Context: an optimization exercise on an open-source flow, tuned for small area, a short achievable clock period and few clock cycles per item. The choices shown serve that exercise and are no tape-out recipe. At most, simulation tests tie the RTL to the original design; equivalence was not proved. No activity file was given, so power comes from the tool's default toggle rates.

Setup of T:
==> module zero_skip_fetch, before the edit <==
module zero_skip_fetch (
    input  logic                                                      clk,
    input  logic                                                      reset,
    input  logic                                                      layer_start,
    input  logic                                                      in_valid,
    input  logic                                                      in_ready,
    input  logic [conv_pkg::ACT_W-1:0]                                in_act,
    input  logic [conv_pkg::CHAN_W-1:0]                               in_chan,
    input  logic                                                      in_last,
    output logic [conv_pkg::NUM_IN_CHANS-1:0]                         rd_chan_oh,
    input  logic [conv_pkg::NUM_OUT_MAPS-1:0][conv_pkg::WEIGHT_W-1:0] rd_weights,
    output logic [conv_pkg::ACT_W-1:0]                                fetch_act,
    output logic [conv_pkg::ACT_W:0]                                  fetch_nact,
    output logic [conv_pkg::NUM_OUT_MAPS-1:0][15:0]                   fetch_sel,
    output logic                                                      fetch_last,
    output logic [conv_pkg::COUNT_W-1:0]                              skipped_count
);
    logic                       beat;
    logic                       valid_0;
    logic                       last_0;
    logic                       zero_0;
    logic                       start_0;
    logic [conv_pkg::ACT_W-1:0] act_0;
    assign beat = in_valid && in_ready && !reset;
    function automatic logic [3:0] booth_digit(input logic [2:0] t);
        booth_digit[0] = (t == 3'b001) || (t == 3'b010);
        booth_digit[1] = (t == 3'b011);
        booth_digit[2] = (t == 3'b101) || (t == 3'b110);
        booth_digit[3] = (t == 3'b100);
    endfunction
    always_ff @(posedge clk) begin
        valid_0 <= beat;
        last_0  <= beat && in_last;
        zero_0  <= beat && !in_last && (in_act == '0);
        start_0 <= layer_start && !reset;
        act_0   <= in_act;
        for (int c = 0; c < conv_pkg::NUM_IN_CHANS; c++) begin
            rd_chan_oh[c] <= (in_chan == c);
        end
    end
    always_ff @(posedge clk) begin
        fetch_last    <= last_0 && !reset;
        fetch_act     <= valid_0 ? act_0 : '0;
        fetch_nact    <= valid_0 ? ('0 - {act_0[conv_pkg::ACT_W-1], act_0}) : '0;
        for (int m = 0; m < conv_pkg::NUM_OUT_MAPS; m++) begin
            fetch_sel[m] <= {booth_digit(rd_weights[m][7:5]),
                             booth_digit(rd_weights[m][5:3]),
                             booth_digit(rd_weights[m][3:1]),
                             booth_digit({rd_weights[m][1:0], 1'b0})};
        end
    end
    always_ff @(posedge clk) begin
        if (reset) begin
            skipped_count <= '0;
        end else if (start_0) begin
            skipped_count <= conv_pkg::COUNT_W'(zero_0);
        end else begin
            skipped_count <= skipped_count + conv_pkg::COUNT_W'(zero_0);
        end
    end
endmodule
==> module weight_bank, before the edit <==
module weight_bank (
    input  logic                                                      clk,
    input  logic                                                      reset,
    input  logic                                                      w_wr_en,
    input  logic [conv_pkg::CHAN_W-1:0]                               w_chan,
    input  logic [conv_pkg::MAP_W-1:0]                                w_map,
    input  logic [conv_pkg::WEIGHT_W-1:0]                             w_data,
    input  logic [conv_pkg::NUM_IN_CHANS-1:0]                         rd_chan_oh,
    output logic [conv_pkg::NUM_OUT_MAPS-1:0][conv_pkg::WEIGHT_W-1:0] rd_weights
);
    logic [conv_pkg::NUM_OUT_MAPS-1:0][conv_pkg::WEIGHT_W-1:0] bank [conv_pkg::NUM_IN_CHANS];
    logic                                                      wr_q;
    logic                                                      rst_q;
    logic [conv_pkg::CHAN_W-1:0]                               chan_q;
    logic [conv_pkg::MAP_W-1:0]                                map_q;
    logic [conv_pkg::WEIGHT_W-1:0]                             data_q;
    always_ff @(posedge clk) begin
        rst_q  <= reset;
        wr_q   <= w_wr_en && !reset;
        chan_q <= w_chan;
        map_q  <= w_map;
        data_q <= reset ? '0 : w_data;
    end
    always_ff @(posedge clk) begin
        for (int c = 0; c < conv_pkg::NUM_IN_CHANS; c++) begin
            for (int m = 0; m < conv_pkg::NUM_OUT_MAPS; m++) begin
                if (rst_q || (wr_q && (chan_q == c) && (map_q == m))) begin
                    bank[c][m] <= data_q;
                end
            end
        end
    end
    always_comb begin
        rd_weights = '0;
        for (int c = 0; c < conv_pkg::NUM_IN_CHANS; c++) begin
            rd_weights = rd_weights | ({(conv_pkg::NUM_OUT_MAPS * conv_pkg::WEIGHT_W){rd_chan_oh[c]}} & bank[c]);
        end
    end
endmodule
export LEC_CHECK = 0
export ABC_AREA = 0
export CAP_MARGIN = 20
export CORE_MARGIN = 2
export CORE_UTILIZATION = 40
export SLEW_MARGIN = 20
export TNS_END_PERCENT = 0
create_clock -name core_clock -period 10.0 [get_ports {clk}]
standard.sh (not shown) runs the stock make flow with config.mk's settings and CLKGATE_MAP_FILE= SYNTH_SCRIPT=/design/flow/synth_recipe.tcl, a recipe that flattens the netlist after the stock synthesis.
==> flow/flow/run.sh <==
#!/bin/bash
set -euo pipefail
bash standard.sh SETUP_SLACK_MARGIN=7 "BUFFER_PORTS_ARGS=-buffer_cell sky130_fd_sc_hd__buf_2" finish > standard_flow.log 2>&1
Testbench counts of T, summed over its fixed seeds: cycles 11,078, items 6,015.
Here is what was changed in the inputs of S compared with T.
--- a/flow/design.v
+++ b/flow/design.v
@@ -29,53 +29,47 @@
     output logic [conv_pkg::ACT_W-1:0]                                fetch_act,
     output logic [conv_pkg::ACT_W:0]                                  fetch_nact,
     output logic [conv_pkg::NUM_OUT_MAPS-1:0][15:0]                   fetch_sel,
     output logic                                                      fetch_last,
     output logic [conv_pkg::COUNT_W-1:0]                              skipped_count
 );
-    logic                       beat;
-    logic                       valid_0;
-    logic                       last_0;
-    logic                       zero_0;
-    logic                       start_0;
-    logic [conv_pkg::ACT_W-1:0] act_0;
+    logic beat;
+    logic zero_a;
+    logic start_a;
     assign beat = in_valid && in_ready && !reset;
     function automatic logic [3:0] booth_digit(input logic [2:0] t);
         booth_digit[0] = (t == 3'b001) || (t == 3'b010);
         booth_digit[1] = (t == 3'b011);
         booth_digit[2] = (t == 3'b101) || (t == 3'b110);
         booth_digit[3] = (t == 3'b100);
     endfunction
-    always_ff @(posedge clk) begin
-        valid_0 <= beat;
-        last_0  <= beat && in_last;
-        zero_0  <= beat && !in_last && (in_act == '0);
-        start_0 <= layer_start && !reset;
-        act_0   <= in_act;
+    always_comb begin
         for (int c = 0; c < conv_pkg::NUM_IN_CHANS; c++) begin
-            rd_chan_oh[c] <= (in_chan == c);
+            rd_chan_oh[c] = (in_chan == c);
         end
     end
     always_ff @(posedge clk) begin
-        fetch_last    <= last_0 && !reset;
-        fetch_act     <= valid_0 ? act_0 : '0;
-        fetch_nact    <= valid_0 ? ('0 - {act_0[conv_pkg::ACT_W-1], act_0}) : '0;
+        fetch_last <= beat && in_last;
+        zero_a     <= beat && !in_last && (in_act == '0);
+        start_a    <= layer_start && !reset;
+        fetch_act  <= beat ? in_act : '0;
+        fetch_nact <= beat ? ('0 - {in_act[conv_pkg::ACT_W-1], in_act}) : '0;
         for (int m = 0; m < conv_pkg::NUM_OUT_MAPS; m++) begin
             fetch_sel[m] <= {booth_digit(rd_weights[m][7:5]),
                              booth_digit(rd_weights[m][5:3]),
                              booth_digit(rd_weights[m][3:1]),
                              booth_digit({rd_weights[m][1:0], 1'b0})};
         end
     end
     always_ff @(posedge clk) begin
         if (reset) begin
             skipped_count <= '0;
-        end else if (start_0) begin
-            skipped_count <= conv_pkg::COUNT_W'(zero_0);
+        end else if (start_a) begin
+            skipped_count <= conv_pkg::COUNT_W'(zero_a);
         end else begin
-            skipped_count <= skipped_count + conv_pkg::COUNT_W'(zero_0);
+            skipped_count <= skipped_count + conv_pkg::COUNT_W'(zero_a);
         end
     end
 endmodule
 `timescale 1ns/10ps
 module weight_bank (
     input  logic                                                      clk,
@@ -85,29 +79,19 @@
     input  logic [conv_pkg::MAP_W-1:0]                                w_map,
     input  logic [conv_pkg::WEIGHT_W-1:0]                             w_data,
     input  logic [conv_pkg::NUM_IN_CHANS-1:0]                         rd_chan_oh,
     output logic [conv_pkg::NUM_OUT_MAPS-1:0][conv_pkg::WEIGHT_W-1:0] rd_weights
 );
     logic [conv_pkg::NUM_OUT_MAPS-1:0][conv_pkg::WEIGHT_W-1:0] bank [conv_pkg::NUM_IN_CHANS];
-    logic                                                      wr_q;
-    logic                                                      rst_q;
-    logic [conv_pkg::CHAN_W-1:0]                               chan_q;
-    logic [conv_pkg::MAP_W-1:0]                                map_q;
-    logic [conv_pkg::WEIGHT_W-1:0]                             data_q;
-    always_ff @(posedge clk) begin
-        rst_q  <= reset;
-        wr_q   <= w_wr_en && !reset;
-        chan_q <= w_chan;
-        map_q  <= w_map;
-        data_q <= reset ? '0 : w_data;
-    end
+    logic [conv_pkg::WEIGHT_W-1:0]                             wdata;
+    assign wdata = reset ? '0 : w_data;
     always_ff @(posedge clk) begin
         for (int c = 0; c < conv_pkg::NUM_IN_CHANS; c++) begin
             for (int m = 0; m < conv_pkg::NUM_OUT_MAPS; m++) begin
-                if (rst_q || (wr_q && (chan_q == c) && (map_q == m))) begin
-                    bank[c][m] <= data_q;
+                if (reset || (w_wr_en && (w_chan == c) && (w_map == m))) begin
+                    bank[c][m] <= wdata;
                 end
             end
         end
     end
     always_comb begin
         rd_weights = '0;
[summary]
The initial antenna violation count number comes out lower for T vs S.
Cmp S and T / combinational power share / lower: T
| worst setup margin | S vs T | 280 ps lower |
Total clock buffers created by CTS is higher on T
In S relative to T, design area had gone down slightly.
Diff T -> S: wire length reported by the detailed router went up, number of clock buffers in the layout moved down, worst IR drop on VDD saw a decrease, number of filler cells placed in the layout went down, flip-flop and latch power now smaller.
Of S and T, the lower total power belongs to S.
S ends up with lower global routing met1 resource utilization than T does.
For S, only the layout was checked, not whether the RTL still works.

* * *

conv_engine_top again, from the RTL that the note above started with.
## conv_engine_top
module conv_engine_top (
    input  logic                            clk,
    input  logic                            reset,
    input  logic                            loading,
    input  logic [conv_pkg::LAYER_W-1:0]    num_layers,
    input  logic                            w_wr_en,
    input  logic [conv_pkg::CHAN_W-1:0]     w_chan,
    input  logic [conv_pkg::MAP_W-1:0]      w_map,
    input  logic [conv_pkg::WEIGHT_W-1:0]   w_data,
    input  logic                            in_valid,
    output logic                            in_ready,
    input  logic [conv_pkg::ACT_W-1:0]      in_act,
    input  logic [conv_pkg::CHAN_W-1:0]     in_chan,
    input  logic                            in_last,
    output logic                            out_valid,
    input  logic                            out_ready,
    output logic [conv_pkg::ACC_W-1:0]      out_data,
    output logic [conv_pkg::MAP_W-1:0]      out_map,
    output logic [conv_pkg::LAYER_W-1:0]    out_layer,
    output logic                            need_weights,
    output logic                            run_done,
    output logic [conv_pkg::COUNT_W-1:0]    skipped_count
);
    logic                                                      layer_start;
    logic                                                      drain_start;
    logic                                                      drain_done;
    logic                                                      count_clear;
    logic                                                      clear_acc;
    logic                                                      last_layer;
  ...
==> module relu_drain, before the edit <==
module relu_drain (
    input  logic                                                   clk,
    input  logic                                                   reset,
    input  logic                                                   drain_start,
    input  logic [conv_pkg::NUM_OUT_MAPS-1:0][conv_pkg::ACC_W-1:0] acc_s,
    input  logic [conv_pkg::NUM_OUT_MAPS-1:0][conv_pkg::ACC_W-1:0] acc_c,
    output logic                                                   out_valid,
    input  logic                                                   out_ready,
    output logic [conv_pkg::ACC_W-1:0]                             out_data,
    output logic [conv_pkg::MAP_W-1:0]                             out_map,
    output logic                                                   drain_done
);
    logic                         xfer;
    logic                         last_map;
    logic                         load;
    logic [conv_pkg::NUM_OUT_MAPS-1:0] rd_sel;
    logic [conv_pkg::ACC_W-1:0]        sel_s;
    logic [conv_pkg::ACC_W-1:0]        sel_c;
    logic [conv_pkg::ACC_W-1:0]        res;
    assign xfer       = out_valid && out_ready;
    assign last_map   = (out_map == conv_pkg::MAP_W'(conv_pkg::NUM_OUT_MAPS - 1));
    assign drain_done = xfer && last_map;
    assign load       = drain_start || (xfer && !last_map);
    always_comb begin
        sel_s = '0;
        sel_c = '0;
        for (int m = 0; m < conv_pkg::NUM_OUT_MAPS; m++) begin
            sel_s = sel_s | ({conv_pkg::ACC_W{rd_sel[m]}} & acc_s[m]);
            sel_c = sel_c | ({conv_pkg::ACC_W{rd_sel[m]}} & acc_c[m]);
        end
    end
    assign res = sel_s + sel_c;
    always_ff @(posedge clk) begin
        if (reset) begin
            out_valid <= 1'b0;
            out_map   <= '0;
            rd_sel    <= conv_pkg::NUM_OUT_MAPS'(1);
        end else begin
            if (drain_start) begin
                out_valid <= 1'b1;
                out_map   <= '0;
            end else if (xfer) begin
                if (last_map) out_valid <= 1'b0;
                else out_map <= out_map + 1'b1;
            end
            if (load) rd_sel <= {rd_sel[conv_pkg::NUM_OUT_MAPS-2:0], rd_sel[conv_pkg::NUM_OUT_MAPS-1]};
        end
    end
    always_ff @(posedge clk) begin
        if (load) out_data <= res[conv_pkg::ACC_W-1] ? '0 : res;
    end
endmodule
==> flow/config.mk <==
export PLATFORM = sky130hd
export DESIGN_NAME = conv_engine_top
export DESIGN_NICKNAME = conv_engine_top
export VERILOG_FILES = /design/flow/design.v
export SDC_FILE = /design/flow/constraint.sdc
export NUM_CORES = 4
export LEC_CHECK = 0
export ABC_AREA = 0
export CAP_MARGIN = 20
export CORE_MARGIN = 2
export CORE_UTILIZATION = 40
export CTS_BUF_LIST = sky130_fd_sc_hd__clkbuf_4 sky130_fd_sc_hd__clkbuf_8 sky130_fd_sc_hd__clkbuf_16
export CTS_CLUSTER_DIAMETER = 140
export CTS_CLUSTER_SIZE = 25
export SLEW_MARGIN = 20
export TNS_END_PERCENT = 0
==> flow/constraint.sdc <==
create_clock -name core_clock -period 10.0 [get_ports {clk}]
set_input_delay 2.0000 -clock core_clock [delete_from_list [all_inputs] [get_ports {clk}]]
set_output_delay 2.0000 -clock core_clock [all_outputs]
set_load 0.01 [all_outputs]
Scripts as last shown in full above: flow/flow/run.sh
Testbench counts at the start, summed over its fixed seeds: cycles 11,078, items 6,015.
Rerun with:
--- a/flow/design.v
+++ b/flow/design.v
@@ -371,7 +371,9 @@
     logic                         xfer;
     logic                         last_map;
     logic                         load;
+    localparam logic [conv_pkg::NUM_OUT_MAPS-1:0] SEL_MAP0 = 1;
     logic [conv_pkg::NUM_OUT_MAPS-1:0] rd_sel;
+    logic [conv_pkg::NUM_OUT_MAPS-1:0] rd_sel_n;
     logic [conv_pkg::ACC_W-1:0]        sel_s;
     logic [conv_pkg::ACC_W-1:0]        sel_c;
     logic [conv_pkg::ACC_W-1:0]        res;
@@ -384,7 +386,7 @@
         sel_c = '0;
         for (int m = 0; m < conv_pkg::NUM_OUT_MAPS; m++) begin
             sel_s = sel_s | ({conv_pkg::ACC_W{rd_sel[m]}} & acc_s[m]);
-            sel_c = sel_c | ({conv_pkg::ACC_W{rd_sel[m]}} & acc_c[m]);
+            sel_c = sel_c | ({conv_pkg::ACC_W{!rd_sel_n[m]}} & acc_c[m]);
         end
     end
     assign res = sel_s + sel_c;
@@ -392,7 +394,8 @@
         if (reset) begin
             out_valid <= 1'b0;
             out_map   <= '0;
-            rd_sel    <= conv_pkg::NUM_OUT_MAPS'(1);
+            rd_sel    <= SEL_MAP0;
+            rd_sel_n  <= ~SEL_MAP0;
         end else begin
             if (drain_start) begin
                 out_valid <= 1'b1;
@@ -401,7 +404,10 @@
                 if (last_map) out_valid <= 1'b0;
                 else out_map <= out_map + 1'b1;
             end
-            if (load) rd_sel <= {rd_sel[conv_pkg::NUM_OUT_MAPS-2:0], rd_sel[conv_pkg::NUM_OUT_MAPS-1]};
+            if (load) begin
+                rd_sel   <= {rd_sel[conv_pkg::NUM_OUT_MAPS-2:0], rd_sel[conv_pkg::NUM_OUT_MAPS-1]};
+                rd_sel_n <= {rd_sel_n[conv_pkg::NUM_OUT_MAPS-2:0], rd_sel_n[conv_pkg::NUM_OUT_MAPS-1]};
+            end
         end
     end
     always_ff @(posedge clk) begin
- via count increases by 0.45%
- routed wire length hardly moves
- global-route usage drops by 0.24 points
- critical path depth stays the same
- worst setup slack degrades by 0.032 ns
- die area grows by 0.55%
- synthesized cell count increases by 0.73%
- count of clock-buffer cells in the layout stays the same
- worst hold slack hardly moves
- sequential power went up by about 1%
- clock skew goes down by 0.018 ns
- sequential share of layout area came out lower by 0.15 points
- cell area went up by 0.64%
- power rises by 0.85%
Testbench counts after the change, summed over its fixed seeds: cycles 11,078, items 6,015.

port drivers added, routing unchanged:
Ports are ideal in the flow. The routed layouts listed here were re-timed in OpenROAD. Step 1 (the two cells are an assumption about what drives the block):
set clk [get_ports {clk}]
set_driving_cell -lib_cell sky130_fd_sc_hd__clkbuf_16 $clk
set_driving_cell -lib_cell sky130_fd_sc_hd__buf_2 [delete_from_list [all_inputs] $clk]
Step 2 moves the port delays by t, midway between the first and last clock arrival at a register: inputs arrive t later, outputs are due t later. That takes back most of the time a late clock gives input paths. Slacks: ideal / step 1 / step 2; pairs: ideal / step 1.
run | t (ns) | setup WS [ns] | hold WS [ns]
T | 0.790 | 6.641 / 6.574 / 6.307 | 0.449 / 0.449 / 0.449
S | 0.770 | 6.358 / 6.406 / 5.635 | 0.484 / 0.484 / 0.484
the first run of note 2 | 0.755 | 6.665 / 6.593 / 6.350 | 0.450 / 0.450 / 0.450
the second run of note 2 | 0.750 | 6.633 / 6.560 / 6.094 | 0.450 / 0.450 / 0.450
After both steps every run listed still meets setup and hold. For S, which loses most, drivers alone change the setup slack by +0.048 ns; drivers and shift together by -0.723 ns.
